Source: an optimization exercise on an open RTL-to-GDS flow (aim: small area). Production flows keep margins and buffers that such runs may drop. Function was checked by simulation only, so behaviour that the tests miss may differ from the original. Power is estimated from default activity; no workload was simulated. The flow treats the clock pin as an ideal source, which a real chip does not have.

**flow/design.v**
```verilog
module note_ram #(
    parameter int ADDR_W = 8,
    parameter int DATA_W = 16,
    parameter int DUR_W  = 10
) (
    input  logic              clk,
    input  logic              rst,
    input  logic              clr,      
    input  logic              we,       
    input  logic              first,    
    input  logic [DATA_W-1:0] wdata,
    input  logic              cap,      
    input  logic [ADDR_W-1:0] rd_idx,   
    output logic [DATA_W-1:0] rdata     
);
    localparam int NSLOT = (1 << ADDR_W) - 1;
    localparam int PW    = 4;
    localparam int PSTEP = 1 << PW;
    localparam int QLEN  = PSTEP;
    localparam int QW    = PW;
    localparam int KEY_W = DATA_W - DUR_W;
    localparam logic [ADDR_W-1:0] LAST = ADDR_W'(NSLOT - 1);
    logic [NSLOT-1:0][DATA_W-1:0] ring;
    logic [QLEN-1:0][KEY_W-1:0]   wq;      
    logic [QLEN-1:0]              wv;      
    logic [DUR_W-1:0]             wdur;    
    logic [ADDR_W-1:0]            ph;      
    logic [ADDR_W-1:0]            wpos;    
    logic [DATA_W-1:0]            e0;
    logic [DATA_W-1:0]            nxt;
    logic                         wr;
    logic [QW-1:0]                old;
    logic [DATA_W-1:0]            wd;
    assign wr = (|wv) && (wpos[PW-1:0] == '0);
    always_comb begin
        old = '0;
        for (int i = 0; i < QLEN; i++) begin
            if (wv[i]) old = QW'(i);
        end
    end
    assign wd = {wq[old], wdur};
    always_ff @(posedge clk) begin
        if (clr) begin
            ph   <= '0;
            wpos <= '0;
        end else begin
            ph <= (ph == LAST) ? '0 : ph + ADDR_W'(1);
            if (!wr) begin
                wpos <= (wpos == LAST) ? '0 : wpos + ADDR_W'(1);
            end
        end
    end
    always_ff @(posedge clk) begin
        for (int i = 0; i < NSLOT; i++) begin
            if ((i % PSTEP) == 0 && wr && (wpos[ADDR_W-1:PW] == (ADDR_W-PW)'(i / PSTEP))) begin
                ring[i] <= wd;
            end else begin
                ring[i] <= ring[(i + NSLOT - 1) % NSLOT];
            end
        end
    end
    always_ff @(posedge clk) begin
        wq[0] <= wdata[DATA_W-1:DUR_W];
        for (int i = 1; i < QLEN; i++) begin
            wq[i] <= wq[i-1];
        end
    end
    always_ff @(posedge clk) begin
        if (rst || clr) begin
            wv <= '0;
        end else begin
            wv[0] <= we && !first;
            for (int i = 1; i < QLEN; i++) begin
                wv[i] <= wv[i-1] && !(wr && (old == QW'(i-1)));
            end
        end
    end
    always_ff @(posedge clk) begin
        if (we && !(|wv)) begin
            wdur <= wdata[DUR_W-1:0];
        end else if (wr) begin
            wdur <= DUR_W'(1);
        end
    end
    always_ff @(posedge clk) begin
        if (we && first) begin
            e0 <= wdata;
        end
    end
    always_ff @(posedge clk) begin
        if (cap && (ph == rd_idx)) begin
            nxt <= ring[NSLOT-1];
        end
    end
    assign rdata = (rd_idx == '0) ? e0 : nxt;
endmodule
module note_sequencer #(
    parameter int ADDR_W   = 8,
    parameter int DUR_W    = 10,
    parameter int TICK_DIV = 500
) (
    input  logic              clk,
    input  logic              rst,
    input  logic [2:0]        live_octave,
    input  logic [2:0]        live_note,
    input  logic              cmd_rec,
    input  logic              cmd_play,
    input  logic              cmd_stop,
    input  logic              loop_en,
    output logic [2:0]        out_octave,
    output logic [2:0]        out_note,
    output logic [1:0]        mode,
    output logic [ADDR_W:0]   rec_count,
    output logic              full
);
    localparam logic [1:0] MODE_IDLE = 2'd0;
    localparam logic [1:0] MODE_REC  = 2'd1;
    localparam logic [1:0] MODE_PLAY = 2'd2;
    localparam int OCT_W  = 3;
    localparam int NOTE_W = 3;
    localparam logic [NOTE_W-1:0] NOTE_REST = 3'd0;
    localparam logic [1:0] ST_IDLE  = 2'd0;
    localparam logic [1:0] ST_REC   = 2'd1;
    localparam logic [1:0] ST_FETCH = 2'd2;
    localparam logic [1:0] ST_PLAY  = 2'd3;
    localparam int ENTRY_W  = OCT_W + NOTE_W + DUR_W;
    localparam int NOTE_LSB = DUR_W;
    localparam int OCT_LSB  = DUR_W + NOTE_W;
    localparam int CNT_W    = ADDR_W + 1;
    localparam int DEPTH    = 1 << ADDR_W;
    localparam int PRESC_W  = (TICK_DIV > 1) ? $clog2(TICK_DIV) : 1;
    localparam logic [DUR_W-1:0]   DUR_MAX  = {DUR_W{1'b1}};
    localparam logic [PRESC_W-1:0] PRESC_TOP = PRESC_W'(TICK_DIV - 1);
    logic [1:0] state;
    logic [1:0] state_next;
    logic [PRESC_W-1:0] presc;
    logic               tick;
    logic [2:0]         cur_octave;
    logic [2:0]         cur_note;
    logic [DUR_W-1:0]   dur;
    logic [DUR_W-1:0]   rem;
    logic [ADDR_W-1:0]  rd_idx;
    logic               fetch_wait;
    logic               ram_we;
    logic [ENTRY_W-1:0] ram_wdata;
    logic [ENTRY_W-1:0] ram_rdata;
    logic start_rec;
    logic start_play;
    logic advance;
    logic load_entry;
    logic live_chg;
    logic dur_sat;
    logic rec_last;
    logic play_done;
    logic has_next;
    assign tick      = (presc == PRESC_TOP);
    assign live_chg  = ({live_octave, live_note} != {cur_octave, cur_note});
    assign dur_sat   = (dur == DUR_MAX);
    assign rec_last  = (rec_count == CNT_W'(DEPTH - 1));
    assign play_done = (state == ST_PLAY) && tick && (rem <= DUR_W'(1));
    assign has_next  = (({1'b0, rd_idx} + CNT_W'(1)) != rec_count);
    assign rem       = dur;
    assign ram_wdata = {cur_octave, cur_note, (dur == '0) ? DUR_W'(1) : dur};
    assign mode      = (state == ST_REC) ? MODE_REC :
                       ((state == ST_FETCH) || (state == ST_PLAY)) ? MODE_PLAY : MODE_IDLE;
    note_ram #(
        .ADDR_W (ADDR_W),
        .DATA_W (ENTRY_W)
    ) u_ram (
        .clk    (clk),
        .rst    (rst),
        .clr    (start_rec),
        .we     (ram_we),
        .first  (rec_count == '0),
        .wdata  (ram_wdata),
        .cap    (state == ST_PLAY),
        .rd_idx (rd_idx),
        .rdata  (ram_rdata)
    );
    always_ff @(posedge clk) begin
        if (rst) begin
            state <= ST_IDLE;
        end else begin
            state <= state_next;
        end
    end
    always_comb begin
        state_next = state;
        start_rec  = 1'b0;
        start_play = 1'b0;
        advance    = 1'b0;
        load_entry = 1'b0;
        ram_we     = 1'b0;
        case (state)
            ST_IDLE: begin
                if (cmd_stop) begin
                    state_next = ST_IDLE;
                end else if (cmd_rec) begin
                    start_rec  = 1'b1;
                    state_next = ST_REC;
                end else if (cmd_play && (rec_count != '0)) begin
                    start_play = 1'b1;
                    state_next = ST_FETCH;
                end
            end
            ST_REC: begin
                if (cmd_stop) begin
                    ram_we     = (dur != '0);
                    state_next = ST_IDLE;
                end else if (live_chg || dur_sat) begin
                    ram_we = 1'b1;
                    if (rec_last) begin
                        state_next = ST_IDLE;
                    end
                end
            end
            ST_FETCH, ST_PLAY: begin
                if (cmd_stop) begin
                    state_next = ST_IDLE;
                end else if (cmd_rec) begin
                    start_rec  = 1'b1;
                    state_next = ST_REC;
                end else if (cmd_play) begin
                    start_play = 1'b1;
                    state_next = ST_FETCH;
                end else if (state == ST_FETCH) begin
                    if (fetch_wait) begin
                        load_entry = 1'b1;
                        state_next = ST_PLAY;
                    end
                end else if (play_done) begin
                    if (has_next) begin
                        advance    = 1'b1;
                        state_next = ST_FETCH;
                    end else if (loop_en) begin
                        start_play = 1'b1;
                        state_next = ST_FETCH;
                    end else begin
                        state_next = ST_IDLE;
                    end
                end
            end
            default: state_next = ST_IDLE;
        endcase
    end
    always_ff @(posedge clk) begin
        if (rst) begin
            presc <= '0;
        end else if (start_rec || start_play || advance || tick) begin
            presc <= '0;
        end else begin
            presc <= presc + PRESC_W'(1);
        end
    end
    always_ff @(posedge clk) begin
        if (rst) begin
            cur_octave <= '0;
            cur_note   <= NOTE_REST;
            rec_count  <= '0;
            full       <= 1'b0;
        end else if (start_rec) begin
            cur_octave <= live_octave;
            cur_note   <= live_note;
            rec_count  <= '0;
            full       <= 1'b0;
        end else if (state == ST_REC) begin
            if (ram_we) begin
                rec_count  <= rec_count + CNT_W'(1);
                full       <= rec_last;
                cur_octave <= live_octave;
                cur_note   <= live_note;
            end
        end
    end
    always_ff @(posedge clk) begin
        if (rst || start_rec) begin
            dur <= '0;
        end else if (state == ST_REC) begin
            if (ram_we) begin
                dur <= '0;
            end else if (tick) begin
                dur <= dur + DUR_W'(1);
            end
        end else if (load_entry) begin
            dur <= ram_rdata[DUR_W-1:0];
        end else if ((state == ST_PLAY) && tick && (rem != '0)) begin
            dur <= rem - DUR_W'(1);
        end
    end
    always_ff @(posedge clk) begin
        if (rst) begin
            rd_idx     <= '0;
            fetch_wait <= 1'b0;
        end else begin
            if (start_play) begin
                rd_idx <= '0;
            end else if (advance) begin
                rd_idx <= rd_idx + ADDR_W'(1);
            end
            if (start_play || advance) begin
                fetch_wait <= 1'b0;
            end else if (state == ST_FETCH) begin
                fetch_wait <= 1'b1;
            end
        end
    end
    always_ff @(posedge clk) begin
        if (rst) begin
            out_octave <= '0;
            out_note   <= NOTE_REST;
        end else if (load_entry) begin
            out_octave <= ram_rdata[OCT_LSB +: OCT_W];
            out_note   <= ram_rdata[NOTE_LSB +: NOTE_W];
        end else if ((state == ST_IDLE) || (state == ST_REC)) begin
            out_octave <= live_octave;
            out_note   <= live_note;
        end
    end
endmodule
```
**flow/run.sh**
```bash
#!/bin/bash
# synth_recipe.tcl (not shown) runs the flow's synth.tcl, then flattens the netlist and writes it again
# the make line also repeats each setting of config.mk as NAME=value (left out here)
make -C /OpenROAD-flow-scripts/flow DESIGN_CONFIG=/design/flow/config.mk WORK_HOME=/design/flow/orfs CLKGATE_MAP_FILE= SYNTH_SCRIPT=/design/flow/synth_recipe.tcl finish
```
**flow/config.mk**
```make
export PLATFORM = sky130hd
export DESIGN_NAME = note_sequencer
export DESIGN_NICKNAME = note_sequencer
export VERILOG_FILES = /design/flow/design.v
export SDC_FILE = /design/flow/constraint.sdc
export NUM_CORES = 4
export LEC_CHECK = 0
export CAP_MARGIN = 20
export CORE_MARGIN = 2
export CORE_UTILIZATION = 40
export CTS_CLUSTER_DIAMETER = 100
export CTS_CLUSTER_SIZE = 30
export SLEW_MARGIN = 20
```
**flow/constraint.sdc**
```tcl
create_clock -name core_clock -period 10.0 [get_ports {clk}]
set_input_delay 2.0000 -clock core_clock [delete_from_list [all_inputs] [get_ports {clk}]]
set_output_delay 2.0000 -clock core_clock [all_outputs]
set_load 0.01 [all_outputs]
```
==> impl_metrics.toml, run 1 <==
[global_route]
track_usage_pct = 11.5
top_usage_layer = "met1"
grt_max_degree = 33
use_met3_pct = 2.15
grt_pass1_vias = 36700
antenna_found_initial = 3
met1_usage_pct = 17.3
grt-ovfl-total = 0
grt_first_pass_wirelength_um = 217000
grtUsageMet2_pct = 16.7

[logic_synthesis]
ys_types = 78
synthTopCellsByCount = "dfxtp_1, nand2_1, nor2_1"
yosysTopAreaCellShare_pct = 89.6
synthFlopType = "dfxtp_1"
syn_area_per_cell_sq_um = 16.2
ys_warn_count = 2
synth_most_common_cell = "dfxtp_1"
synth_area_leaders = "dfxtp_1, nand2_1, edfxtp_1"
synth.net_count = 5914
synth_cells = 5888
yosysSeqAreaShare_pct = 90.9
yosysTopAreaCell = "dfxtp_1"
synth-seq-cells = 4302
async_reset_ff_share_pct = 0
syn_area_sq_mm = 0.0952
synth_edf_count = 42

[setup_path]
required_ns = 8.00
crit_path_cell_trace = "nand2b_1, clkinv_1, clkdlybuf4s50_1"
cp_slowest_cell = "dfxtp_1"
end_kind = "primary output"
crit_type = "flip-flop to primary output"
cp_max_fo = 23
startpoint_type = "flip-flop"
arrival_ns = 3.27
cp_top_family = "buffers and inverters"
path_buf_inv = 2
critPathMaxStageDelay_ns = 0.85

[cells_and_area]
syn2layout_area_growth_pct = 8.96
drive_above_1_share_pct = 5.73
num-fill-cells = 20800
seq_area_sq_mm = 0.0865
fin_nets = 6007
stdcell_area_sq_mm = 0.104
multi_input_area_sq_mm = 0.00801

[power]
power-per-cell-area_mw_per_mm2 = 246
power.total_mw = 25.5
ir_drop_v = 0.000157
p_leak_nw = 40.7

[timing]
holdWs_ns = 0.305
slew_headroom_pct = 24.7
fin_tns_setup_ns = 0
setup_viol = 0
tightest_slew_ns = 1.13
maxSlewViolCount = 0
hold_violations = 0
rsz0062_at_grt = "false"
max_freq_ghz = 0.190
min_period_ns = 5.27
clock_skew_ns = 0.0352
period_share_pct = 52.7

[die]
initial_core_util_pct = 40.1
die_area_sq_mm = 0.242
die_y_um = 492
rows = 179
ios = 30
die_x_um = 492
core-area_sq_mm = 0.237

[clocking]
clock_latency_ns = 0.83
cts_setup_buffers = 0
clock_sinks = 4302
clkTransAtPathRegs_ns = 0.11
holdBufCountCts = 0
clockBufferDepth = 3
cts_resized = 0
cts-root-buf = "clkbuf_16"
ctsHtreeMaxLevel = 4
cts_tree = "built"
cts_buffers = 163

[run]
drv_cap = 0

[detailed_routing]
firstDrtPassIters = 5
drt_iter0_markers = 2124
wl_per_cell_um = 15.2
viasPerCell = 4.05
drc = 0
vias = 37100
wirelength_um = 139000
ant_nets = 0

[place]
dp_hpwl_um = 80700
placed_cell_area_sq_mm = 0.0992
gp_congestion = 0.737
port_buffers = 29

[run_status]
status = "complete, no violations"

[hold_path]
hold_class = "flip-flop to flip-flop"
[power breakdown]
| group | total [mW] | internal [mW] | leakage [nW] | switching (mW) |
|---|---|---|---|---|
| logic | 0.297 | 0.104 | 3.81 | 0.194 |
| registers | 17.3 | 17.3 | 34.7 | 0.0775 |
| clock network | 7.84 | 3.09 | 2.21 | 4.76 |
| total | 25.5 | 20.5 | 40.7 | 5.03 |
[cell usage in the layout (no fill, tap or decap), drive strengths merged, types with 18 or more instances in the layout]
master and n:
o21ai 52, xor2 22, nand2 555, a31oi 75, edfxtp 42, xnor2 39, nor3 32, dfxtp 4260
nor2 248, a211oi 18, nand3 62, nor4 38, buf 45, and3 20, clkdlybuf4s50 29, mux2i 36
inv 24, a21oi 70, clkbuf 174
[metrics by stage]
step	setup slack (ns)	cells	utilization, %
floorplan	6.21	5888	-
global placement	4.72	8982	41.8
detailed placement	4.74	8982	41.8
CTS	4.65	9174	43.7
global route	4.48	9176	43.7
finish	4.73	9177	43.7
[routing by layer]
| layer | wire length (um) | part of all wire [%] | up-vias |
|---|---|---|---|
| met5 | 0 | 0 | - |
| met4 | 3310 | 2.4 | 0 |
| met3 | 5210 | 3.7 | 207 |
| met2 | 57400 | 41 | 454 |
| met1 | 73400 | 53 | 17800 |
| li1 | - | - | 18600 |
[flip-flops by register name, summed over array words and instances (netlist names)]
register / cells
u_ram.wv: 16
cur_note: 3
u_ram.wdur: 10
fetch_wait: 1
rec_count: 9
state: 2
u_ram.e0: 16
presc: 9
full: 1
out_octave: 3
out_note: 3
u_ram.ph: 8
u_ram.ring: 4080
dur: 10
cur_octave: 3
u_ram.wpos: 8
u_ram.nxt: 16
rd_idx: 8
u_ram.wq: 96
[cells by family after synthesis]
logic type | share of synthesized area (%)
xor+xnor | 0.561
buf+inv | 0.786
mux | 0.390
flops | 90.9
fa+ha+maj | 0.184
simple gates | 4.78
compound gates | 2.40
[cell type report]
class / instances / area share (%)
clock inverters: 18 / 0.310
multi-input cells: 1423 / 7.72
well taps: 3167 / 3.82
inverters: 17 / 0.0615
diodes: 2 / 0.00482
flip-flops and latches: 4302 / 83.4
clock buffers: 174 / 4.05
repair buffers: 74 / 0.609
[final timing paths]
kind	start	end	slack (ns)	cells past startpoint
max	state[1]	mode[0]	4.73	3
min	u_ram.ring[914]	u_ram.ring[930]	0.30	0
max reg2reg	state[1]	dur[3]	6.51	6
min reg2reg	u_ram.ring[914]	u_ram.ring[930]	0.30	0
[worst reg2reg max path, cell delays in order, from the launching register on]
cell	delay [ns]
dfxtp_1	0.85
nand2b_1	0.35
clkinv_1	0.57
nand2_2	0.50
o32a_1	0.56
and2_1	0.43
a32o_1	0.19
==> run 2: changes to the inputs <==
--- a/flow/design.v
+++ b/flow/design.v
@@ -16,29 +16,41 @@
     localparam int NSLOT = (1 << ADDR_W) - 1;
     localparam int PW    = 4;
     localparam int PSTEP = 1 << PW;
+    localparam int NPORT = 16;
     localparam int QLEN  = PSTEP;
     localparam int QW    = PW;
     localparam int KEY_W = DATA_W - DUR_W;
     localparam logic [ADDR_W-1:0] LAST = ADDR_W'(NSLOT - 1);
+    localparam int DPORT0 = 8;
+    localparam int DPORT1 = 136;
     logic [NSLOT-1:0][DATA_W-1:0] ring;
     logic [QLEN-1:0][KEY_W-1:0]   wq;      
     logic [QLEN-1:0]              wv;      
     logic [DUR_W-1:0]             wdur;    
+    logic                         dpend;   
+    logic                         dkw;     
+    logic [ADDR_W-1:0]            dpos;    
     logic [ADDR_W-1:0]            ph;      
     logic [ADDR_W-1:0]            wpos;    
     logic [DATA_W-1:0]            e0;
     logic [DATA_W-1:0]            nxt;
     logic                         wr;
     logic [QW-1:0]                old;
-    logic [DATA_W-1:0]            wd;
-    assign wr = (|wv) && (wpos[PW-1:0] == '0);
+    logic [KEY_W-1:0]             wkey;
+    logic [ADDR_W-1:0]            wpos_inc;
+    logic                         dwr;
+    logic                         dlong;
+    assign wr       = (|wv) && (wpos[PW-1:0] == '0);
+    assign wpos_inc = (wpos == LAST) ? '0 : wpos + ADDR_W'(1);
+    assign dwr      = dpend && dkw && (dpos[ADDR_W-2:0] == (ADDR_W-1)'(DPORT0));
+    assign dlong    = we && !first && (wdata[DUR_W-1:1] != '0);
     always_comb begin
         old = '0;
         for (int i = 0; i < QLEN; i++) begin
             if (wv[i]) old = QW'(i);
         end
     end
-    assign wd = {wq[old], wdur};
+    assign wkey = wq[old];
     always_ff @(posedge clk) begin
         if (clr) begin
             ph   <= '0;
@@ -46,14 +58,24 @@
         end else begin
             ph <= (ph == LAST) ? '0 : ph + ADDR_W'(1);
             if (!wr) begin
-                wpos <= (wpos == LAST) ? '0 : wpos + ADDR_W'(1);
+                wpos <= wpos_inc;
             end
         end
     end
     always_ff @(posedge clk) begin
         for (int i = 0; i < NSLOT; i++) begin
-            if ((i % PSTEP) == 0 && wr && (wpos[ADDR_W-1:PW] == (ADDR_W-PW)'(i / PSTEP))) begin
-                ring[i] <= wd;
+            if ((i % PSTEP) == 0) begin
+                if (wr && (wpos[ADDR_W-1:PW] == (ADDR_W-PW)'(i / PSTEP))) begin
+                    ring[i] <= {wkey, DUR_W'(1)} ^ {DATA_W{((i / PSTEP) % 2) == 0}};
+                end else begin
+                    ring[i] <= ~ring[(i + NSLOT - 1) % NSLOT];
+                end
+            end else if (i == DPORT0 || i == DPORT1) begin
+                if (dwr && (dpos[ADDR_W-1] == (i == DPORT1))) begin
+                    ring[i] <= (ring[i-1] & {{KEY_W{1'b1}}, {DUR_W{1'b0}}}) | {{KEY_W{1'b0}}, ~wdur};
+                end else begin
+                    ring[i] <= ring[i-1];
+                end
             end else begin
                 ring[i] <= ring[(i + NSLOT - 1) % NSLOT];
             end
@@ -76,10 +98,27 @@
         end
     end
     always_ff @(posedge clk) begin
-        if (we && !(|wv)) begin
+        if (rst || clr) begin
+            dpend <= 1'b0;
+            dkw   <= 1'b0;
+        end else if (dlong) begin
+            dpend <= 1'b1;
+            dkw   <= 1'b0;
+        end else begin
+            if (wr) begin
+                dkw <= 1'b1;
+            end
+            if (dwr) begin
+                dpend <= 1'b0;
+            end
+        end
+    end
+    always_ff @(posedge clk) begin
+        if (dlong) begin
             wdur <= wdata[DUR_W-1:0];
-        end else if (wr) begin
-            wdur <= DUR_W'(1);
+            dpos <= wpos_inc;
+        end else begin
+            dpos <= (dpos == LAST) ? '0 : dpos + ADDR_W'(1);
         end
     end
     always_ff @(posedge clk) begin
--- a/flow/config.mk
+++ b/flow/config.mk
@@ -8,6 +8,7 @@
 export CAP_MARGIN = 20
 export CORE_MARGIN = 2
 export CORE_UTILIZATION = 40
+export CTS_BUF_LIST = sky130_fd_sc_hd__clkbuf_4 sky130_fd_sc_hd__clkbuf_8 sky130_fd_sc_hd__clkbuf_16
 export CTS_CLUSTER_DIAMETER = 100
 export CTS_CLUSTER_SIZE = 30
 export SLEW_MARGIN = 20
==> impl_metrics.toml, run 2 <==
[die]
initial_core_util_pct = 40.2
rows = 177
core-area_sq_mm = 0.232
ios = 30
die_area_sq_mm = 0.237
die_y_um = 487
die_x_um = 487

[cells_and_area]
largest_reg_flops = 4080
final_core_util_pct = 43.8
syn2layout_area_growth_pct = 9.01
num-fill-cells = 20100
final_common_cell = "dfxtp_1"
stdcell_count = 8586
fin_nets = 5547
final_cell_mix = "dfxtp_1, nor2_1, clkbuf_16"
max_flop_register = "u_ram.ring"
drive_above_1_share_pct = 4.75
reg_top3 = "u_ram.ring x4080, u_ram.wq x96"

[detailed_routing]
vias = 34300
drc = 0
ant_nets = 0
wl_per_cell_um = 14.3
drt_iter0_markers = 1735
wirelength_um = 122000
viasPerCell = 3.99
firstDrtPassIters = 7

[logic_synthesis]
synthTopCellsByCount = "dfxtp_1, nor2_1, nand2_1"
syn_area_per_cell_sq_um = 17.3
synthFlopType = "dfxtp_1"
synth_top_family_by_area = "simple AND/OR/NAND/NOR gates"
synth-compound-area-share_pct = 1.42
syn_area_sq_mm = 0.0934
synthAdderAreaFrac_pct = 0.228
async_reset_ff_share_pct = 0
synth_most_common_cell = "dfxtp_1"
ys_types = 76
yosysTopAreaCellShare_pct = 91.6
yosysSeqAreaShare_pct = 92.9
yosysTopAreaCell = "dfxtp_1"
yosys.area_share.simple_pct = 2.77
synth.net_count = 5415
synth_cells = 5386
synth-xor-area-share_pct = 0.638
synth_edf_count = 42
ys_warn_count = 2
synth_area_leaders = "dfxtp_1, mux2i_1, edfxtp_1"
synth-seq-cells = 4312
synthMuxAreaShare_pct = 1.50

[hold_path]
hold_class = "flip-flop to flip-flop"

[global_route]
grt-ovfl-total = 0
track_usage_pct = 10.3
antenna_found_initial = 10
grtUsageMet2_pct = 14.5
grt_pass1_vias = 33900
met1_usage_pct = 15.9
grt_max_degree = 35
use_met3_pct = 2.10
top_usage_layer = "met1"
grt_first_pass_wirelength_um = 191000

[place]
gp_congestion = 0.761
dp_hpwl_um = 71800
port_buffers = 29
dp_slack_ns = 5.03
place_inst = 8395

[run]
drv_cap = 0

[timing]
period_share_pct = 49.4
worst_slack_ns = 5.06
tightest_slew_ns = 1.10
setup_viol = 0
slew_headroom_pct = 26.3
fin_tns_setup_ns = 0
clock_skew_ns = 0.0338
maxSlewViolCount = 0
rsz0062_at_grt = "false"
hold_violations = 0
min_period_ns = 4.94
max_freq_ghz = 0.202

[run_status]
status = "complete, no violations"

[setup_path]
cp_max_fo = 23
end_kind = "primary output"
startpoint_type = "flip-flop"
crit_type = "flip-flop to primary output"
arrival_ns = 2.94
required_ns = 8.00

[clocking]
clockBufferDepth = 3
holdBufCountCts = 0
cts_resized = 0
cts_buffers = 163
clock_latency_ns = 0.82
clock_sinks = 4312
clkTransAtPathRegs_ns = 0.11
cts-root-buf = "clkbuf_16"
ctsHtreeMaxLevel = 4
cts_tree = "built"
cts_setup_buffers = 0

[power]
p_leak_nw = 40.8
power-per-cell-area_mw_per_mm2 = 249
ir_drop_v = 0.000163
## run 2: kinds of logic after synthesis
kind of cell | Yosys count
xor+xnor | 68
simple gates | 538
fa+ha+maj | 17
mux | 140
flops | 4312
compound gates | 199
buf+inv | 112
## run 2: path summary, 6_finish.rpt
kind / from / to / slack [ns] / cells after the start
max: state[1] / mode[0] / 5.06 / 4
min: u_ram.ring[82] / u_ram.ring[98] / 0.31 / 0
max reg2reg: u_ram.wv[15] / u_ram.ring[524] / 5.98 / 7
min reg2reg: u_ram.ring[82] / u_ram.ring[98] / 0.31 / 0
## run 2: report_power, final
part | internal [mW] | total, mW | switching (mW) | leakage (nW)
clock | 3.06 | 7.75 | 4.69 | 2.18
sequential | 17.3 | 17.3 | 0.0655 | 35.0
combinational | 0.0917 | 0.219 | 0.127 | 3.59
total | 20.4 | 25.3 | 4.88 | 40.8
## run 2: stage by stage
| step | area, sq um | power (mW) | hold slack, ns |
|---|---|---|---|
| 5_1_grt | 102000 | 26.2 | 0.315 |
| 3_5_place_dp | 97300 | 17.9 | 0.312 |
| 6_report | 102000 | 25.3 | 0.306 |
| 2_1_floorplan | 93400 | 17.8 | 0.310 |
| 4_1_cts | 102000 | 25.6 | 0.301 |
| 3_3_place_gp | 97300 | 17.9 | 0.310 |
## run 2: layout make-up
type                       instances  area (sq um)  share of cell area [%]
antenna                            2          5.00                 0.00492
timing repair buffer              55           489                   0.481
multi-input combinational        962          6210                    6.10
clock inverter                    15           230                   0.226
sequential                      4312         86700                    85.2
inverter                          24          90.1                  0.0885
tap                             3043          3810                    3.74
clock buffer                     173          4190                    4.12
## run 2: per-layer routing
metal / wire length (um) / vias to the layer above
met5: 0 / -
met3: 4480 / 194
li1: - / 17200
met2: 48800 / 397
met4: 2720 / 0
met1: 66500 / 16500
## run 2: worst max-delay path: stages, from the launching register on
cell,delay (ns)
dfxtp_1,0.31
buf_4,0.20
nand2b_1,0.41
inv_1,0.54
clkdlybuf4s50_1,0.64
==> run 3: changes to the inputs <==
--- a/flow/config.mk
+++ b/flow/config.mk
@@ -8,7 +8,7 @@
 export CAP_MARGIN = 20
 export CORE_MARGIN = 2
 export CORE_UTILIZATION = 40
-export CTS_BUF_LIST = sky130_fd_sc_hd__clkbuf_4 sky130_fd_sc_hd__clkbuf_8 sky130_fd_sc_hd__clkbuf_16
 export CTS_CLUSTER_DIAMETER = 100
 export CTS_CLUSTER_SIZE = 30
 export SLEW_MARGIN = 20
+export SYNTH_HIERARCHICAL = 1
==> impl_metrics.toml, run 3 <==
[logic_synthesis]
ys_types = 99
syn_area_sq_mm = 0.0942
yosysSeqAreaShare_pct = 92.1
yosysTopAreaCell = "dfxtp_1"
synthTopCellsByCount = "dfxtp_1, nor2_1, nand2_1"
synth_edf_count = 42
synth_cells = 5507
syn_area_per_cell_sq_um = 17.1
async_reset_ff_share_pct = 0
yosysTopAreaCellShare_pct = 90.8
synthFlopType = "dfxtp_1"
synth_area_leaders = "dfxtp_1, edfxtp_1, mux2i_1"
ys_warn_count = 8
synth-seq-cells = 4312
synth.net_count = 5535
synth_most_common_cell = "dfxtp_1"

[clocking]
cts_setup_buffers = 0
holdBufCountCts = 0
clock_sinks = 4312
cts_resized = 0
ctsHtreeMaxLevel = 4
cts_tree = "built"
clock_latency_ns = 0.83
clkTransAtPathRegs_ns = 0.11
clockBufferDepth = 3
cts_buffers = 164
cts-root-buf = "clkbuf_16"

[detailed_routing]
firstDrtPassIters = 5
wl_per_cell_um = 14.9
ant_nets = 0
viasPerCell = 4.04
wirelength_um = 131000
vias = 35500
drt_iter0_markers = 1818
drc = 0

[timing]
tightest_slew_ns = 1.06
worst_slack_ns = 4.51
slew_headroom_pct = 29.2
rsz0062_at_grt = "false"
holdWs_ns = 0.316
max_freq_ghz = 0.182
setup_viol = 0
min_period_ns = 5.49
fin_tns_setup_ns = 0
maxSlewViolCount = 0
period_share_pct = 54.9
clock_skew_ns = 0.0374
hold_violations = 0

[power]
switching_power_mw = 4.94
p_int_mw = 20.5
pwr-share-seq_pct = 68.2
power-per-cell-area_mw_per_mm2 = 248
p_leak_nw = 40.7
swShare_pct = 19.4
clkPwrFrac_pct = 30.9
ir_drop_v = 0.000238
combinationalPowerShare_pct = 0.9

[place]
dp_slack_ns = 5.21
place_inst = 8607
dp_hpwl_um = 79300
port_buffers = 29
gp_congestion = 0.788

[cells_and_area]
drive_above_1_share_pct = 5.10
stdcell_count = 8806
max_flop_register = "u_ram.ring"
syn2layout_area_growth_pct = 8.99
final_common_cell = "dfxtp_1"
final_cell_mix = "dfxtp_1, nor2_1, clkbuf_16"
largest_reg_flops = 4080
reg_top3 = "u_ram.ring x4080, u_ram.wq x96"
fin_nets = 5651

[setup_path]
required_ns = 8.00
cp_slowest_cell = "dfxtp_1"
path_buf_inv = 2
crit_cells = 3
cp_max_fo = 21
crit_path_cell_trace = "nand2b_1, clkinv_1, clkdlybuf4s50_1"
cp_top_family = "buffers and inverters"
timing.rr.start = "state[1]"
crit_type = "flip-flop to primary output"
arrival_ns = 3.49
ff2ff_path_depth = 6
end_kind = "primary output"
crit_start = "state[1]"
startpoint_type = "flip-flop"
critPathMaxStageDelay_ns = 0.81

[die]
die_y_um = 489
die_area_sq_mm = 0.239
initial_core_util_pct = 40.1
core-area_sq_mm = 0.235
ios = 30
die_x_um = 489
rows = 178

[run_status]
status = "complete, no violations"

[hold_path]
hold_class = "flip-flop to flip-flop"
hold_depth = 0
worstHoldStart = "u_ram.ring[2938]"

[global_route]
track_usage_pct = 11.0
grt_first_pass_wirelength_um = 203000
antenna_found_initial = 13
grt_max_degree = 32
grt_pass1_vias = 35200
grt-ovfl-total = 0

[run]
drv_cap = 0
[run 3: worst paths after layout]
| check | endpoint | slack [ns] |
|---|---|---|
| max | mode[0] | 4.51 |
| min | u_ram.ring[2954] | 0.32 |
| max reg2reg | dur[5] | 6.12 |
| min reg2reg | u_ram.ring[2954] | 0.32 |
[run 3: power by group through the flow]
stage | Sequential, mW | Clock [mW] | Combinational, mW
3_5_place_dp | 17.7 | 0 | 0.235
3_3_place_gp | 17.7 | 0 | 0.231
4_1_cts | 17.3 | 8.17 | 0.238
2_1_floorplan | 17.7 | 0 | 0.166
5_1_grt | 17.4 | 8.74 | 0.260
6_report | 17.3 | 7.84 | 0.236
[run 3: layout make-up]
| cell class | instances | area, sq um |
|---|---|---|
| clock buffer | 178 | 4270 |
| antenna | 4 | 10.0 |
| sequential | 4312 | 86700 |
| timing repair buffer | 52 | 463 |
| multi-input combinational | 1062 | 6850 |
| clock inverter | 17 | 229 |
| tap | 3150 | 3940 |
| inverter | 31 | 116 |
| fill | 20600 | 132000 |
[run 3: routing by layer]
| layer | vias up | track usage [%] | part of all wire (%) | wire length (um) |
|---|---|---|---|---|
| li1 | 17800 | - | - | - |
| met1 | 17100 | 16.1 | 52 | 68000 |
| met2 | 461 | 16.3 | 42 | 54700 |
| met3 | 207 | 2.06 | 3.8 | 4950 |
| met4 | 0 | 3.66 | 2.6 | 3410 |
| met5 | - | 0 | 0 | 0 |
[run 3: logic make-up after synthesis]
logic type	Yosys count	synth area share, %
multiplexers	89	0.971
buffers and inverters	133	0.654
flip-flops	4312	92.1
XOR/XNOR	61	0.582
AO/OA/AOI/OAI	308	2.32
AND/OR/NAND/NOR	588	3.14
adder cells (fa/ha/maj)	16	0.213
[run 3: through the flow]
step           total power, mW  instance area [sq um]  utilization (%)
2_1_floorplan             17.9                  94200                -
3_3_place_gp              18.0                  98100             41.8
3_5_place_dp              18.0                  98100             41.8
4_1_cts                   25.7                 103000             43.7
5_1_grt                   26.4                 103000             43.7
6_report                  25.4                 103000             43.7
[run 3: worst register-to-register path, delay by kind of cell, from the launching register on]
family / cells / cell delay, ns
AO/OA/AOI/OAI: 3 / 1.57
flip-flops: 1 / 0.81
AND/OR/NAND/NOR: 2 / 0.89
buffers and inverters: 1 / 0.52
==> run 4: changes to the inputs <==
--- a/flow/config.mk
+++ b/flow/config.mk
@@ -11,4 +11,3 @@
 export CTS_CLUSTER_DIAMETER = 100
 export CTS_CLUSTER_SIZE = 30
 export SLEW_MARGIN = 20
-export SYNTH_HIERARCHICAL = 1
==> impl_metrics.toml, run 4 <==
[run_status]
status = "complete, no violations"

[logic_synthesis]
ys_types = 76
async_reset_ff_share_pct = 0
synth_edf_count = 42
yosysTopAreaCellShare_pct = 91.6
synth_cells = 5386
synth.net_count = 5415
synth-seq-cells = 4312
syn_area_sq_mm = 0.0934
synth_area_leaders = "dfxtp_1, mux2i_1, edfxtp_1"
synth_most_common_cell = "dfxtp_1"
yosysTopAreaCell = "dfxtp_1"
syn_area_per_cell_sq_um = 17.3
synthTopCellsByCount = "dfxtp_1, nor2_1, nand2_1"
ys_warn_count = 2
synthFlopType = "dfxtp_1"
yosysSeqAreaShare_pct = 92.9

[setup_path]
timing.rr.start = "u_ram.wv[13]"
crit_start = "state[1]"
required_ns = 8.00
arrival_ns = 2.97
cp_max_fo = 23
startpoint_type = "flip-flop"
end_kind = "primary output"
crit_type = "flip-flop to primary output"

[die]
die_x_um = 487
ios = 30
die_area_sq_mm = 0.237
die_y_um = 487
initial_core_util_pct = 40.2
core-area_sq_mm = 0.232
rows = 177

[clocking]
cts_tree = "built"
clock_latency_ns = 0.82
cts-root-buf = "clkbuf_16"
cts_buffers = 163
cts_resized = 0
clockBufferDepth = 3
holdBufCountCts = 0
ctsHtreeMaxLevel = 4
cts_setup_buffers = 0
clkTransAtPathRegs_ns = 0.11
clock_sinks = 4312

[cells_and_area]
reg_top3 = "u_ram.ring x4080, u_ram.wq x96"
seq_area_sq_mm = 0.0867
max_flop_register = "u_ram.ring"
final_common_cell = "dfxtp_1"
largest_reg_flops = 4080
stdcell_area_sq_mm = 0.102
final_cell_mix = "dfxtp_1, nor2_1, clkbuf_16"
fin_nets = 5547
drive_above_1_share_pct = 4.60
syn2layout_area_growth_pct = 8.98
multi_input_area_sq_mm = 0.00621
num-fill-cells = 20100

[power]
power-per-cell-area_mw_per_mm2 = 248
ir_drop_v = 0.000163
p_leak_nw = 40.8

[timing]
min_period_ns = 4.97
hold_violations = 0
period_share_pct = 49.7
fin_tns_setup_ns = 0
tightest_slew_ns = 1.09
setup_viol = 0
max_freq_ghz = 0.201
clock_skew_ns = 0.0363
slew_headroom_pct = 26.6
rsz0062_at_grt = "false"
worst_slack_ns = 5.03
maxSlewViolCount = 0

[global_route]
antenna_found_initial = 10
grt_pass1_vias = 33900
track_usage_pct = 10.3
grt-ovfl-total = 0
grt_first_pass_wirelength_um = 191000
grt_max_degree = 35

[run]
drv_cap = 0

[detailed_routing]
wl_per_cell_um = 14.3
ant_nets = 0
firstDrtPassIters = 5
drt_iter0_markers = 1763
wirelength_um = 123000
drc = 0
vias = 34400
viasPerCell = 4.00

[place]
dp_slack_ns = 5.03
gp_congestion = 0.761
dp_hpwl_um = 71800
placed_cell_area_sq_mm = 0.0973
port_buffers = 29

[hold_path]
worstHoldStart = "u_ram.ring[82]"
hold_class = "flip-flop to flip-flop"
run 4: cell count changes in the layout (fill, tap and decap cells not counted), moves of 12 or more:
cell     before  now
and3_1       20    8
nor2_1      185  168
o22ai_1      31   13
nand2_1     150  163
a21o_1       15    0
mux2i_1      70  138
mux2_2       18    2
run 4: layer usage:
layer | track usage (%) | share of wire [%] | up-vias
met3 | 2.10 | 3.5 | 192
met1 | 15.9 | 54 | 16600
li1 | - | - | 17200
met5 | 0 | 0 | -
met4 | 2.88 | 2.2 | 0
met2 | 14.5 | 40 | 390
run 4: layout make-up:
class | instances | area share, %
Antenna cell | 2 | 0.00492
Sequential cell | 4312 | 85.3
Timing Repair Buffer | 55 | 0.481
Tap cell | 3043 | 3.74
Inverter | 24 | 0.0886
Clock buffer | 173 | 4.09
Clock inverter | 15 | 0.226
Multi-Input combinational cell | 962 | 6.11
run 4: final timing paths:
check	end	depth (start not counted)	slack, ns
worst max-delay path	mode[0]	4	5.03
worst min-delay path	u_ram.ring[98]	0	0.31
worst max register to register	u_ram.ring[524]	7	5.99
worst min register to register	u_ram.ring[98]	0	0.31
run 4: metrics by stage:
step	utilization [%]	instances	power (mW)	hold slack [ns]
final	43.8	8586	25.3	0.306
after global routing	43.8	8585	26.2	0.315
after CTS	43.8	8583	25.6	0.301
after detailed placement	41.9	8395	17.9	0.312
after global placement	41.9	8395	17.9	0.310
after floorplan	-	5386	17.8	0.310
run 4: kinds of logic (layout without fill, tap and decap cells):
| family | count (synthesis) | in the layout | share of synthesized area, % |
|---|---|---|---|
| buffers and inverters | 112 | 267 | 0.521 |
| AND/OR/NAND/NOR | 538 | 538 | 2.77 |
| XOR/XNOR | 68 | 68 | 0.638 |
| AO/OA/AOI/OAI | 199 | 199 | 1.42 |
| adder cells (fa/ha/maj) | 17 | 17 | 0.228 |
| flip-flops | 4312 | 4312 | 92.9 |
| other | 0 | 2 | 0 |
| multiplexers | 140 | 140 | 1.50 |
run 4: worst max-delay path: stages, from the launching register on:
cell	delay, ns
dfxtp_1	0.31
buf_4	0.20
nand2b_1	0.43
inv_1	0.55
clkdlybuf4s50_1	0.64
run 4: report_power, final:
| part | total (mW) | internal, mW | switching [mW] |
|---|---|---|---|
| registers | 17.3 | 17.3 | 0.0655 |
| logic | 0.219 | 0.0917 | 0.128 |
| clock network | 7.72 | 3.04 | 4.68 |
| total | 25.3 | 20.4 | 4.88 |
==> run 5: changes to the inputs <==
--- a/flow/design.v
+++ b/flow/design.v
@@ -4,7 +4,6 @@
     parameter int DUR_W  = 10
 ) (
     input  logic              clk,
-    input  logic              rst,
     input  logic              clr,      
     input  logic              we,       
     input  logic              first,    
@@ -88,7 +87,7 @@
         end
     end
     always_ff @(posedge clk) begin
-        if (rst || clr) begin
+        if (clr) begin
             wv <= '0;
         end else begin
             wv[0] <= we && !first;
@@ -98,7 +97,7 @@
         end
     end
     always_ff @(posedge clk) begin
-        if (rst || clr) begin
+        if (clr) begin
             dpend <= 1'b0;
             dkw   <= 1'b0;
         end else if (dlong) begin
@@ -179,7 +178,7 @@
     logic [DUR_W-1:0]   dur;
     logic [DUR_W-1:0]   rem;
     logic [ADDR_W-1:0]  rd_idx;
-    logic               fetch_wait;
+    logic               fetch_wait;    
     logic               ram_we;
     logic [ENTRY_W-1:0] ram_wdata;
     logic [ENTRY_W-1:0] ram_rdata;
@@ -193,6 +192,7 @@
     logic play_done;
     logic has_next;
     assign tick      = (presc == PRESC_TOP);
+    assign fetch_wait = presc[0];
     assign live_chg  = ({live_octave, live_note} != {cur_octave, cur_note});
     assign dur_sat   = (dur == DUR_MAX);
     assign rec_last  = (rec_count == CNT_W'(DEPTH - 1));
@@ -207,7 +207,6 @@
         .DATA_W (ENTRY_W)
     ) u_ram (
         .clk    (clk),
-        .rst    (rst),
         .clr    (start_rec),
         .we     (ram_we),
         .first  (rec_count == '0),
@@ -283,36 +282,29 @@
         endcase
     end
     always_ff @(posedge clk) begin
-        if (rst) begin
-            presc <= '0;
-        end else if (start_rec || start_play || advance || tick) begin
+        if (start_rec || start_play || advance || tick) begin
             presc <= '0;
         end else begin
             presc <= presc + PRESC_W'(1);
         end
     end
     always_ff @(posedge clk) begin
-        if (rst) begin
-            cur_octave <= '0;
-            cur_note   <= NOTE_REST;
-            rec_count  <= '0;
-            full       <= 1'b0;
-        end else if (start_rec) begin
+        if (rst || start_rec) begin
+            rec_count <= '0;
+            full      <= 1'b0;
+        end else if ((state == ST_REC) && ram_we) begin
+            rec_count <= rec_count + CNT_W'(1);
+            full      <= rec_last;
+        end
+    end
+    always_ff @(posedge clk) begin
+        if (start_rec || ((state == ST_REC) && ram_we)) begin
             cur_octave <= live_octave;
             cur_note   <= live_note;
-            rec_count  <= '0;
-            full       <= 1'b0;
-        end else if (state == ST_REC) begin
-            if (ram_we) begin
-                rec_count  <= rec_count + CNT_W'(1);
-                full       <= rec_last;
-                cur_octave <= live_octave;
-                cur_note   <= live_note;
-            end
         end
     end
     always_ff @(posedge clk) begin
-        if (rst || start_rec) begin
+        if (start_rec) begin
             dur <= '0;
         end else if (state == ST_REC) begin
             if (ram_we) begin
@@ -327,20 +319,10 @@
         end
     end
     always_ff @(posedge clk) begin
-        if (rst) begin
-            rd_idx     <= '0;
-            fetch_wait <= 1'b0;
-        end else begin
-            if (start_play) begin
-                rd_idx <= '0;
-            end else if (advance) begin
-                rd_idx <= rd_idx + ADDR_W'(1);
-            end
-            if (start_play || advance) begin
-                fetch_wait <= 1'b0;
-            end else if (state == ST_FETCH) begin
-                fetch_wait <= 1'b1;
-            end
+        if (start_play) begin
+            rd_idx <= '0;
+        end else if (advance) begin
+            rd_idx <= rd_idx + ADDR_W'(1);
         end
     end
     always_ff @(posedge clk) begin
==> impl_metrics.toml, run 5 <==
[die]
ios = 30
initial_core_util_pct = 40.2
core-area_sq_mm = 0.233
die_area_sq_mm = 0.237
die_y_um = 487
die_x_um = 487
rows = 177

[global_route]
track_usage_pct = 10.2
grt_first_pass_wirelength_um = 189000
grt_pass1_vias = 33800
grt-ovfl-total = 0
antenna_found_initial = 3
grt_max_degree = 32

[detailed_routing]
wirelength_um = 121000
viasPerCell = 3.99
wl_per_cell_um = 14.1
drt_iter0_markers = 1876
ant_nets = 0
drc = 0
wirelength_met1_um = 65500
met3_length_um = 4290
dr_wl_met2_um = 48800
top_layer_used = "met4"
vias = 34400
firstDrtPassIters = 6

[clocking]
clockBufferDepth = 3
holdBufCountCts = 0
cts_resized = 0
cts_tree = "built"
clkTransAtPathRegs_ns = 0.10
cts-root-buf = "clkbuf_16"
cts_buffers = 163
ctsHtreeMaxLevel = 4
clock_sinks = 4311
cts_setup_buffers = 0
clock_latency_ns = 0.85

[cells_and_area]
stdcell_count = 8616
reg_top3 = "u_ram.ring x4080, u_ram.wq x96"
final_cell_mix = "dfxtp_1, nand2_1, nor2_1"
final_common_cell = "dfxtp_1"
syn2layout_area_growth_pct = 8.95
fin_nets = 5571
final_core_util_pct = 43.8
largest_reg_flops = 4080
drive_above_1_share_pct = 4.51
max_flop_register = "u_ram.ring"

[setup_path]
crit_start = "state[1]"
end_kind = "primary output"
required_ns = 8.00
path_buf_inv = 2
ff2ff_path_depth = 6
crit_path_cell_trace = "nand2b_1, inv_1, clkdlybuf4s50_1"
arrival_ns = 3.01
r2r_setup_slack_ns = 6.11
timing.rr.start = "u_ram.wv[5]"
r2r-end = "u_ram.ring[2575]"
startpoint_type = "flip-flop"
cp_max_fo = 17
crit_type = "flip-flop to primary output"
crit_cells = 3
crit_end = "mode[0]"
critPathMaxStageDelay_ns = 0.76
cp_slowest_cell = "dfxtp_1"
cp_top_family = "buffers and inverters"

[timing]
hold_violations = 0
slew_headroom_pct = 27.1
period_share_pct = 50.1
maxSlewViolCount = 0
setup_viol = 0
max_freq_ghz = 0.199
clock_skew_ns = 0.0560
holdWs_ns = 0.302
tightest_slew_ns = 1.08
rsz0062_at_grt = "false"
min_period_ns = 5.01
fin_tns_setup_ns = 0

[hold_path]
hold_class = "flip-flop to flip-flop"
hold_depth = 0

[place]
gp_congestion = 0.756
port_buffers = 29
dp_hpwl_um = 71400
place_inst = 8419

[logic_synthesis]
ys_types = 72
yosys.area_share.simple_pct = 2.79
synth_most_common_cell = "dfxtp_1"
synthTopCellsByCount = "dfxtp_1, nand2_1, nor2_1"
synth_top_family_by_area = "simple AND/OR/NAND/NOR gates"
synth_edf_count = 48
synthMuxAreaShare_pct = 1.33
synth_area_leaders = "dfxtp_1, edfxtp_1, mux2i_1"
syn_area_per_cell_sq_um = 17.2
synth-compound-area-share_pct = 1.62
syn_area_sq_mm = 0.0934
ys_warn_count = 2
yosysTopAreaCell = "dfxtp_1"
async_reset_ff_share_pct = 0
synthFlopType = "dfxtp_1"
synthAdderAreaFrac_pct = 0.228
yosysTopAreaCellShare_pct = 91.3
synth-seq-cells = 4311
synth_cells = 5418
synth.net_count = 5447
synth-xor-area-share_pct = 0.619
yosysSeqAreaShare_pct = 92.9

[power]
ir_drop_v = 0.000158
p_leak_nw = 40.9
power-per-cell-area_mw_per_mm2 = 253

[run_status]
status = "complete, no violations"

[run]
drv_cap = 0
[run 5: cell count changes after synthesis, moves of 12 or more]
cell      before  now
nand2_1      163  187
mux2i_1      138  117
clkbuf_1      47   63
nand3_1       48   61
nor2_1       170  182
o22ai_1       13    1
[run 5: how the worst min path moves through the flow]
stage,endpoint,start
6_report,u_ram.ring[1312],u_ram.ring[1296]
5_1_grt,u_ram.ring[1312],u_ram.ring[1296]
4_1_cts,u_ram.ring[1312],u_ram.ring[1296]
3_5_place_dp,u_ram.ring[186],u_ram.ring[170]
3_3_place_gp,u_ram.ring[3993],u_ram.ring[3977]
2_1_floorplan,u_ram.ring[1000],u_ram.ring[984]
[run 5: cell type report]
cell class                      count  area (sq um)
Clock buffer                      172          4210
Multi-Input combinational cell    988          6200
Tap cell                         3043          3810
Antenna cell                        8          20.0
Sequential cell                  4311         86800
Timing Repair Buffer               53           485
Fill cell                       20200        131000
Clock inverter                     16           206
Inverter                           25          93.8
[run 5: kinds of logic (layout without fill, tap and decap cells)]
| family | Yosys count | in the layout |
|---|---|---|
| flops | 4311 | 4311 |
| other cells | 0 | 8 |
| fa+ha+maj | 17 | 17 |
| compound gates | 212 | 212 |
| xor+xnor | 66 | 66 |
| simple gates | 571 | 571 |
| buf+inv | 119 | 266 |
| mux | 122 | 122 |
[run 5: where the power goes]
group          internal, mW  switching (mW)  total, mW
Sequential             17.4           0.153       17.6
Combinational         0.176           0.265      0.441
Clock                  3.07            4.68       7.75
Total                  20.7            5.10       25.8
[run 5: metrics by stage]
step	power, mW	worst slack, ns	area, sq um
6_report	25.8	4.99	102000
2_1_floorplan	18.2	6.23	93400
3_5_place_dp	18.4	4.86	97400
4_1_cts	26.1	4.91	102000
5_1_grt	26.8	4.80	102000
3_3_place_gp	18.4	4.96	97300
[run 5: metal layers]
metal  vias to the layer above  track usage, %
li1                      17300               -
met1                     16500            15.4
met2                       352            14.6
met3                       210            2.09
met4                         0            3.07
met5                         -               0
==> run 6: changes to the inputs <==
--- a/flow/design.v
+++ b/flow/design.v
@@ -176,7 +176,7 @@
     logic [2:0]         cur_octave;
     logic [2:0]         cur_note;
     logic [DUR_W-1:0]   dur;
-    logic [DUR_W-1:0]   rem;
+    logic               dur_full;
     logic [ADDR_W-1:0]  rd_idx;
     logic               fetch_wait;    
     logic               ram_we;
@@ -194,11 +194,11 @@
     assign tick      = (presc == PRESC_TOP);
     assign fetch_wait = presc[0];
     assign live_chg  = ({live_octave, live_note} != {cur_octave, cur_note});
-    assign dur_sat   = (dur == DUR_MAX);
+    assign dur_full  = (dur == DUR_MAX);
+    assign dur_sat   = dur_full;
     assign rec_last  = (rec_count == CNT_W'(DEPTH - 1));
-    assign play_done = (state == ST_PLAY) && tick && (rem <= DUR_W'(1));
+    assign play_done = (state == ST_PLAY) && tick && (&dur[DUR_W-1:1]);
     assign has_next  = (({1'b0, rd_idx} + CNT_W'(1)) != rec_count);
-    assign rem       = dur;
     assign ram_wdata = {cur_octave, cur_note, (dur == '0) ? DUR_W'(1) : dur};
     assign mode      = (state == ST_REC) ? MODE_REC :
                        ((state == ST_FETCH) || (state == ST_PLAY)) ? MODE_PLAY : MODE_IDLE;
@@ -313,9 +313,9 @@
                 dur <= dur + DUR_W'(1);
             end
         end else if (load_entry) begin
-            dur <= ram_rdata[DUR_W-1:0];
-        end else if ((state == ST_PLAY) && tick && (rem != '0)) begin
-            dur <= rem - DUR_W'(1);
+            dur <= ~ram_rdata[DUR_W-1:0];
+        end else if ((state == ST_PLAY) && tick && !dur_full) begin
+            dur <= dur + DUR_W'(1);
         end
     end
     always_ff @(posedge clk) begin
--- a/flow/config.mk
+++ b/flow/config.mk
@@ -9,5 +9,5 @@
 export CORE_MARGIN = 2
 export CORE_UTILIZATION = 40
 export CTS_CLUSTER_DIAMETER = 100
-export CTS_CLUSTER_SIZE = 30
+export CTS_CLUSTER_SIZE = 33
 export SLEW_MARGIN = 20
==> impl_metrics.toml, run 6 <==
[cells_and_area]
max_flop_register = "u_ram.ring"
num-fill-cells = 20200
final_core_util_pct = 43.6
largest_reg_flops = 4080
fin_nets = 5500
reg_top3 = "u_ram.ring x4080, u_ram.wq x96"
syn2layout_area_growth_pct = 8.71
multi_input_area_sq_mm = 0.00583
final_common_cell = "dfxtp_1"
final_cell_mix = "dfxtp_1, nand2_1, nor2_1"
drive_above_1_share_pct = 4.33
seq_area_sq_mm = 0.0868

[clocking]
clock_sinks = 4311
clkTransAtPathRegs_ns = 0.12
clock_latency_ns = 0.82
holdBufCountCts = 0
cts_buffers = 150
cts_setup_buffers = 0
clockBufferDepth = 3
ctsHtreeMaxLevel = 4
cts_resized = 0
cts-root-buf = "clkbuf_16"
cts_tree = "built"

[timing]
worst_slack_ns = 5.38
setup_viol = 0
rsz0062_at_grt = "false"
hold_violations = 0
holdWs_ns = 0.314
maxSlewViolCount = 0
min_period_ns = 4.62
tightest_slew_ns = 1.04
clock_skew_ns = 0.0482
slew_headroom_pct = 30.4
fin_tns_setup_ns = 0
max_freq_ghz = 0.216
period_share_pct = 46.2

[die]
initial_core_util_pct = 40.1
die_x_um = 486
core-area_sq_mm = 0.232
die_y_um = 486
rows = 177
die_area_sq_mm = 0.237
ios = 30

[hold_path]
hold_class = "flip-flop to flip-flop"

[global_route]
grt_pass1_vias = 33400
grt_max_degree = 35
grt_first_pass_wirelength_um = 184000
grt-ovfl-total = 0
antenna_found_initial = 0
track_usage_pct = 9.72

[logic_synthesis]
yosysTopAreaCellShare_pct = 91.6
yosysSeqAreaShare_pct = 93.2
synth_cells = 5355
synthTopCellsByCount = "dfxtp_1, nand2_1, nor2_1"
synthFlopType = "dfxtp_1"
yosysTopAreaCell = "dfxtp_1"
ys_types = 74
synth_most_common_cell = "dfxtp_1"
synth_area_leaders = "dfxtp_1, edfxtp_1, mux2i_1"
syn_area_sq_mm = 0.0931
synth-seq-cells = 4311
ys_warn_count = 2
syn_area_per_cell_sq_um = 17.4
async_reset_ff_share_pct = 0
synth_edf_count = 48
synth.net_count = 5383

[run]
drv_cap = 0

[setup_path]
cp_max_fo = 25
crit_type = "flip-flop to primary output"
arrival_ns = 2.62
end_kind = "primary output"
required_ns = 8.00
startpoint_type = "flip-flop"

[place]
dp_hpwl_um = 65200
dp_slack_ns = 4.88
gp_congestion = 0.738
port_buffers = 29

[power]
swShare_pct = 19.3
power-per-cell-area_mw_per_mm2 = 248
p_int_mw = 20.3
p_leak_nw = 41.0
combinationalPowerShare_pct = 0.8
ir_drop_v = 0.000158
switching_power_mw = 4.86
pwr-share-seq_pct = 69.1
clkPwrFrac_pct = 30.0

[detailed_routing]
viasPerCell = 3.96
drc = 0
wl_per_cell_um = 13.5
vias = 33800
ant_nets = 0
firstDrtPassIters = 5
drt_iter0_markers = 1948
wirelength_um = 115000

[run_status]
status = "complete, no violations"
[run 6: area by class of cell]
type                       instances  share of cell area [%]
inverter                          41                   0.152
tap                             3043                    3.76
clock buffer                     158                    3.82
antenna                            2                 0.00494
sequential                      4311                    85.7
multi-input combinational        918                    5.76
timing repair buffer              50                   0.442
clock inverter                    17                   0.330
[run 6: per-stage QoR]
stage	total power, mW	cell area, sq um	cells
after floorplan	17.9	93100	5355
after global placement	18.0	97000	8363
after detailed placement	18.0	97000	8363
after CTS	25.4	101000	8538
after global routing	26.1	101000	8538
final	25.1	101000	8540
[run 6: path summary, 6_finish.rpt]
path	from	end	slack (ns)	cells after the start
worst max-delay path	state[1]	mode[0]	5.38	3
worst min-delay path	u_ram.ring[808]	u_ram.ring[824]	0.31	0
worst max register to register	u_ram.wv[3]	u_ram.ring[779]	6.37	7
worst min register to register	u_ram.ring[808]	u_ram.ring[824]	0.31	0
[run 6: power by group through the flow]
stage / Sequential (mW) / Combinational (mW) / Clock (mW)
after floorplan: 17.7 / 0.157 / 0
after global placement: 17.8 / 0.209 / 0
after detailed placement: 17.8 / 0.214 / 0
after CTS: 17.4 / 0.216 / 7.84
after global routing: 17.4 / 0.236 / 8.44
final: 17.4 / 0.212 / 7.55
[run 6: critical path: stages, from the launching register on]
cell and delay, ns:
dfxtp_1 0.83, nand2b_1 0.33, inv_1 0.14, clkdlybuf4s50_1 0.50
[run 6: kinds of logic after synthesis]
| logic type | Yosys count | share of synthesized area (%) |
|---|---|---|
| muxes | 126 | 1.38 |
| AOI/OAI and AO/OA | 205 | 1.59 |
| xor gates and xnor gates | 57 | 0.536 |
| and+or+nand+nor | 514 | 2.49 |
| adders and majority gates | 16 | 0.215 |
| DFF | 4311 | 93.2 |
| buffers and inverters | 126 | 0.591 |
[run 6: per-layer routing]
layer	up-vias	global-route usage, %	share of wire, %
li1	17000	-	-
met1	16200	15.1	55
met2	388	13.5	39
met3	181	1.96	3.4
met4	0	2.79	2.2
met5	-	0	0
==> run 7: changes to the inputs <==
--- a/flow/config.mk
+++ b/flow/config.mk
@@ -9,5 +9,5 @@
 export CORE_MARGIN = 2
 export CORE_UTILIZATION = 40
 export CTS_CLUSTER_DIAMETER = 100
-export CTS_CLUSTER_SIZE = 33
+export CTS_CLUSTER_SIZE = 35
 export SLEW_MARGIN = 20
==> impl_metrics.toml, run 7 <==
[run_status]
status = "complete, no violations"

[power]
power-per-cell-area_mw_per_mm2 = 247
p_leak_nw = 40.9
ir_drop_v = 0.000184

[timing]
rsz0062_at_grt = "false"
max_freq_ghz = 0.217
maxSlewViolCount = 0
setup_viol = 0
tightest_slew_ns = 1.05
slew_headroom_pct = 29.6
period_share_pct = 46.2
fin_tns_setup_ns = 0
hold_violations = 0
holdWs_ns = 0.292
min_period_ns = 4.62
clock_skew_ns = 0.0378

[clocking]
ctsHtreeMaxLevel = 4
cts_buffers = 143
cts_resized = 0
clockBufferDepth = 3
holdBufCountCts = 0
clock_latency_ns = 0.79
clock_sinks = 4311
cts_setup_buffers = 0
cts-root-buf = "clkbuf_16"
cts_tree = "built"
clkTransAtPathRegs_ns = 0.12

[die]
die_y_um = 486
initial_core_util_pct = 40.1
die_x_um = 486
ios = 30
rows = 177
die_area_sq_mm = 0.237
core-area_sq_mm = 0.232

[logic_synthesis]
synthFlopType = "dfxtp_1"
synth_cells = 5355
yosysTopAreaCell = "dfxtp_1"
synth-seq-cells = 4311
syn_area_per_cell_sq_um = 17.4
yosysTopAreaCellShare_pct = 91.6
synthTopCellsByCount = "dfxtp_1, nand2_1, nor2_1"
synth_most_common_cell = "dfxtp_1"
ys_types = 74
synth_area_leaders = "dfxtp_1, edfxtp_1, mux2i_1"
ys_warn_count = 2
synth.net_count = 5383
yosysSeqAreaShare_pct = 93.2
async_reset_ff_share_pct = 0
syn_area_sq_mm = 0.0931
synth_edf_count = 48

[place]
port_buffers = 29
gp_congestion = 0.738
place_inst = 8363
placed_cell_area_sq_mm = 0.0970
dp_hpwl_um = 65200

[global_route]
antenna_found_initial = 0
grt-ovfl-total = 0
grt_first_pass_wirelength_um = 184000
grt_max_degree = 37
track_usage_pct = 9.72
grt_pass1_vias = 33400

[cells_and_area]
final_cell_mix = "dfxtp_1, nand2_1, nor2_1"
max_flop_register = "u_ram.ring"
final_common_cell = "dfxtp_1"
stdcell_area_sq_mm = 0.101
largest_reg_flops = 4080
fin_nets = 5493
stdcell_count = 8533
reg_top3 = "u_ram.ring x4080, u_ram.wq x96"
drive_above_1_share_pct = 4.21
syn2layout_area_growth_pct = 8.52

[detailed_routing]
vias = 33800
drc = 0
wl_per_cell_um = 13.5
viasPerCell = 3.96
firstDrtPassIters = 7
wirelength_um = 115000
ant_nets = 0
drt_iter0_markers = 1813

[setup_path]
crit_cells = 3
ff2ff_path_depth = 7
required_ns = 8.00
path_buf_inv = 2
crit_path_cell_trace = "nand2b_1, inv_1, clkdlybuf4s50_1"
cp_top_family = "flip-flops"
r2r_setup_slack_ns = 6.38
crit_start = "state[1]"
timing.rr.start = "u_ram.wv[3]"
r2r-end = "u_ram.ring[779]"
cp_slowest_cell = "dfxtp_1"
crit_end = "mode[0]"
end_kind = "primary output"
critPathMaxStageDelay_ns = 0.83
crit_type = "flip-flop to primary output"
arrival_ns = 2.62
startpoint_type = "flip-flop"
cp_max_fo = 25

[hold_path]
hold_depth = 0
hold_class = "flip-flop to flip-flop"

[run]
drv_cap = 0
[run 7: layout make-up]
class / count / area, sq um
Antenna cell: 2 / 5.00
Clock buffer: 150 / 3680
Clock inverter: 18 / 355
Fill cell: 20200 / 131000
Inverter: 41 / 154
Multi-Input combinational cell: 918 / 5830
Sequential cell: 4311 / 86800
Tap cell: 3043 / 3810
Timing Repair Buffer: 50 / 448
[run 7: worst reg2reg max path, cell delays in order, from the launching register on]
cell	delay, ns
dfxtp_1	0.39
nor2_1	0.06
o31ai_1	0.56
a21boi_0	0.45
nand2_1	0.40
o22ai_1	0.15
or4_1	1.02
mux2_2	0.50
[run 7: worst min path at each step]
| stage | startpoint | to | slack, ns |
|---|---|---|---|
| finish | u_ram.ring[1463] | u_ram.ring[1479] | 0.29 |
| global route | u_ram.ring[1463] | u_ram.ring[1479] | 0.29 |
| CTS | u_ram.ring[1463] | u_ram.ring[1479] | 0.29 |
| detailed placement | u_ram.ring[1437] | u_ram.ring[1453] | 0.31 |
| global placement | u_ram.ring[2177] | u_ram.ring[2193] | 0.31 |
| floorplan | u_ram.ring[984] | u_ram.ring[1000] | 0.31 |
[run 7: per-layer routing]
layer	vias to the layer above	part of all wire (%)	track usage, %
li1	17000	-	-
met1	16200	55	15.1
met2	391	39	13.6
met3	183	3.5	1.91
met4	0	2.3	2.82
met5	-	0	0
[run 7: cell families (layout without fill, tap and decap cells)]
group	count (synthesis)	count (layout)	share of synthesized area [%]
xor gates and xnor gates	57	57	0.536
and+or+nand+nor	514	514	2.49
DFF	4311	4311	93.2
AOI/OAI and AO/OA	205	205	1.59
adders and majority gates	16	16	0.215
muxes	126	126	1.38
buffers and inverters	126	259	0.591
other	0	2	0
[run 7: power breakdown]
part,switching [mW],internal (mW)
Combinational,0.121,0.0909
Sequential,0.0781,17.3
Clock,4.66,2.75
[run 7: stage by stage]
stage | utilization [%] | power (mW) | setup WS (ns)
after global placement | 41.8 | 18.0 | 4.97
after global routing | 43.5 | 25.9 | 5.23
final | 43.5 | 25.0 | 5.38
after CTS | 43.5 | 25.3 | 5.35
after floorplan | - | 17.9 | 6.06
after detailed placement | 41.8 | 18.0 | 4.88
==> run 8: changes to the inputs <==
--- a/flow/config.mk
+++ b/flow/config.mk
@@ -9,5 +9,5 @@
 export CORE_MARGIN = 2
 export CORE_UTILIZATION = 40
 export CTS_CLUSTER_DIAMETER = 100
-export CTS_CLUSTER_SIZE = 35
+export CTS_CLUSTER_SIZE = 30
 export SLEW_MARGIN = 20
==> impl_metrics.toml, run 8 <==
[clocking]
cts_resized = 0
cts-root-buf = "clkbuf_16"
clockBufferDepth = 3
cts_buffers = 163
cts_tree = "built"
clkTransAtPathRegs_ns = 0.12
cts_setup_buffers = 0
clock_latency_ns = 0.84
holdBufCountCts = 0
ctsHtreeMaxLevel = 4
clock_sinks = 4311

[logic_synthesis]
yosysTopAreaCell = "dfxtp_1"
synth_cells = 5355
syn_area_per_cell_sq_um = 17.4
synth.net_count = 5383
synth_edf_count = 48
yosysTopAreaCellShare_pct = 91.6
synth_most_common_cell = "dfxtp_1"
ys_types = 74
ys_warn_count = 2
async_reset_ff_share_pct = 0
synth_area_leaders = "dfxtp_1, edfxtp_1, mux2i_1"
syn_area_sq_mm = 0.0931
synthFlopType = "dfxtp_1"
synthTopCellsByCount = "dfxtp_1, nand2_1, nor2_1"
yosysSeqAreaShare_pct = 93.2
synth-seq-cells = 4311

[timing]
clock_skew_ns = 0.0497
setup_viol = 0
max_freq_ghz = 0.216
tightest_slew_ns = 1.08
period_share_pct = 46.3
min_period_ns = 4.63
hold_violations = 0
rsz0062_at_grt = "false"
fin_tns_setup_ns = 0
slew_headroom_pct = 27.9
maxSlewViolCount = 0

[place]
port_buffers = 29
dp_hpwl_um = 65200
gp_congestion = 0.738

[die]
die_y_um = 486
ios = 30
initial_core_util_pct = 40.1
core-area_sq_mm = 0.232
rows = 177
die_area_sq_mm = 0.237
die_x_um = 486

[global_route]
grt-ovfl-total = 0
grt_pass1_vias = 33600
track_usage_pct = 9.80
grt_max_degree = 32
antenna_found_initial = 0
grt_first_pass_wirelength_um = 185000

[detailed_routing]
drc = 0
wl_per_cell_um = 13.5
viasPerCell = 3.96
wirelength_um = 116000
vias = 33900
ant_nets = 0
drt_iter0_markers = 1837
firstDrtPassIters = 6

[setup_path]
ff2ff_path_depth = 7
crit_type = "flip-flop to primary output"
startpoint_type = "flip-flop"
cp_max_fo = 25
cp_top_family = "flip-flops"
crit_cells = 3
crit_end = "mode[0]"
path_buf_inv = 2
crit_start = "state[1]"
critPathMaxStageDelay_ns = 0.83
r2r_setup_slack_ns = 6.36
cp_slowest_cell = "dfxtp_1"
crit_path_cell_trace = "nand2b_1, inv_1, clkdlybuf4s50_1"
required_ns = 8.00
end_kind = "primary output"
timing.rr.start = "u_ram.wv[3]"
r2r-end = "u_ram.ring[1291]"
arrival_ns = 2.63

[cells_and_area]
reg_top3 = "u_ram.ring x4080, u_ram.wq x96"
syn2layout_area_growth_pct = 9.05
final_cell_mix = "dfxtp_1, nand2_1, clkbuf_16"
largest_reg_flops = 4080
num-fill-cells = 20200
drive_above_1_share_pct = 4.54
max_flop_register = "u_ram.ring"
final_common_cell = "dfxtp_1"
fin_nets = 5513
final_core_util_pct = 43.8

[run]
drv_cap = 0

[power]
ir_drop_v = 0.000151
p_leak_nw = 41.1
power-per-cell-area_mw_per_mm2 = 250

[hold_path]
hold_class = "flip-flop to flip-flop"

[run_status]
status = "complete, no violations"
## run 8: cell counts after synthesis
No cell type changed its count.
## run 8: where the power goes
part / switching [mW] / internal, mW
combinational: 0.120 / 0.0909
clock: 4.72 / 3.07
sequential: 0.0776 / 17.3
total: 4.92 / 20.5
## run 8: stage by stage
stage	cells	hold WS, ns	cell area [sq um]	setup slack, ns	total power, mW
floorplan	5355	0.310	93100	6.06	17.9
global placement	8363	0.310	97000	4.97	18.0
detailed placement	8363	0.312	97000	4.88	18.0
CTS	8554	0.306	102000	5.31	25.7
global route	8554	0.301	102000	5.19	26.3
finish	8557	0.301	102000	5.37	25.4
## run 8: cell type report
type | instances | area [sq um] | area share [%]
sequential | 4311 | 86800 | 85.5
multi-input combinational | 918 | 5830 | 5.74
clock buffer | 174 | 4190 | 4.13
tap | 3043 | 3810 | 3.75
timing repair buffer | 50 | 448 | 0.441
clock inverter | 17 | 323 | 0.318
inverter | 41 | 154 | 0.152
antenna | 3 | 7.51 | 0.00739
## run 8: worst min path at each step
stage	start	end	slack, ns	cells past startpoint
floorplan	u_ram.ring[984]	u_ram.ring[1000]	0.31	0
global placement	u_ram.ring[2177]	u_ram.ring[2193]	0.31	0
detailed placement	u_ram.ring[1437]	u_ram.ring[1453]	0.31	0
CTS	u_ram.ring[1463]	u_ram.ring[1479]	0.31	0
global route	u_ram.ring[1463]	u_ram.ring[1479]	0.30	0
finish	u_ram.ring[1463]	u_ram.ring[1479]	0.30	0
## run 8: kinds of logic after synthesis
family / after synthesis / share of synthesized area, %
adders and majority gates: 16 / 0.215
AOI/OAI and AO/OA: 205 / 1.59
DFF: 4311 / 93.2
and+or+nand+nor: 514 / 2.49
buffers and inverters: 126 / 0.591
xor gates and xnor gates: 57 / 0.536
muxes: 126 / 1.38
## run 8: per-layer routing
layer	up-vias	wire (um)	global-route usage (%)
met1	16200	63400	15.1
met2	402	45100	13.6
met5	-	0	0
met4	0	2600	2.89
li1	17100	-	-
met3	197	4520	2.13

Setup slack of run 8, layout unchanged: 5.373 ns with ideal ports, 5.290 ns with driving cells assumed (clock clkbuf_16, inputs buf_2), 4.831 ns with port delays also shifted by the 0.893 ns mid clock arrival.
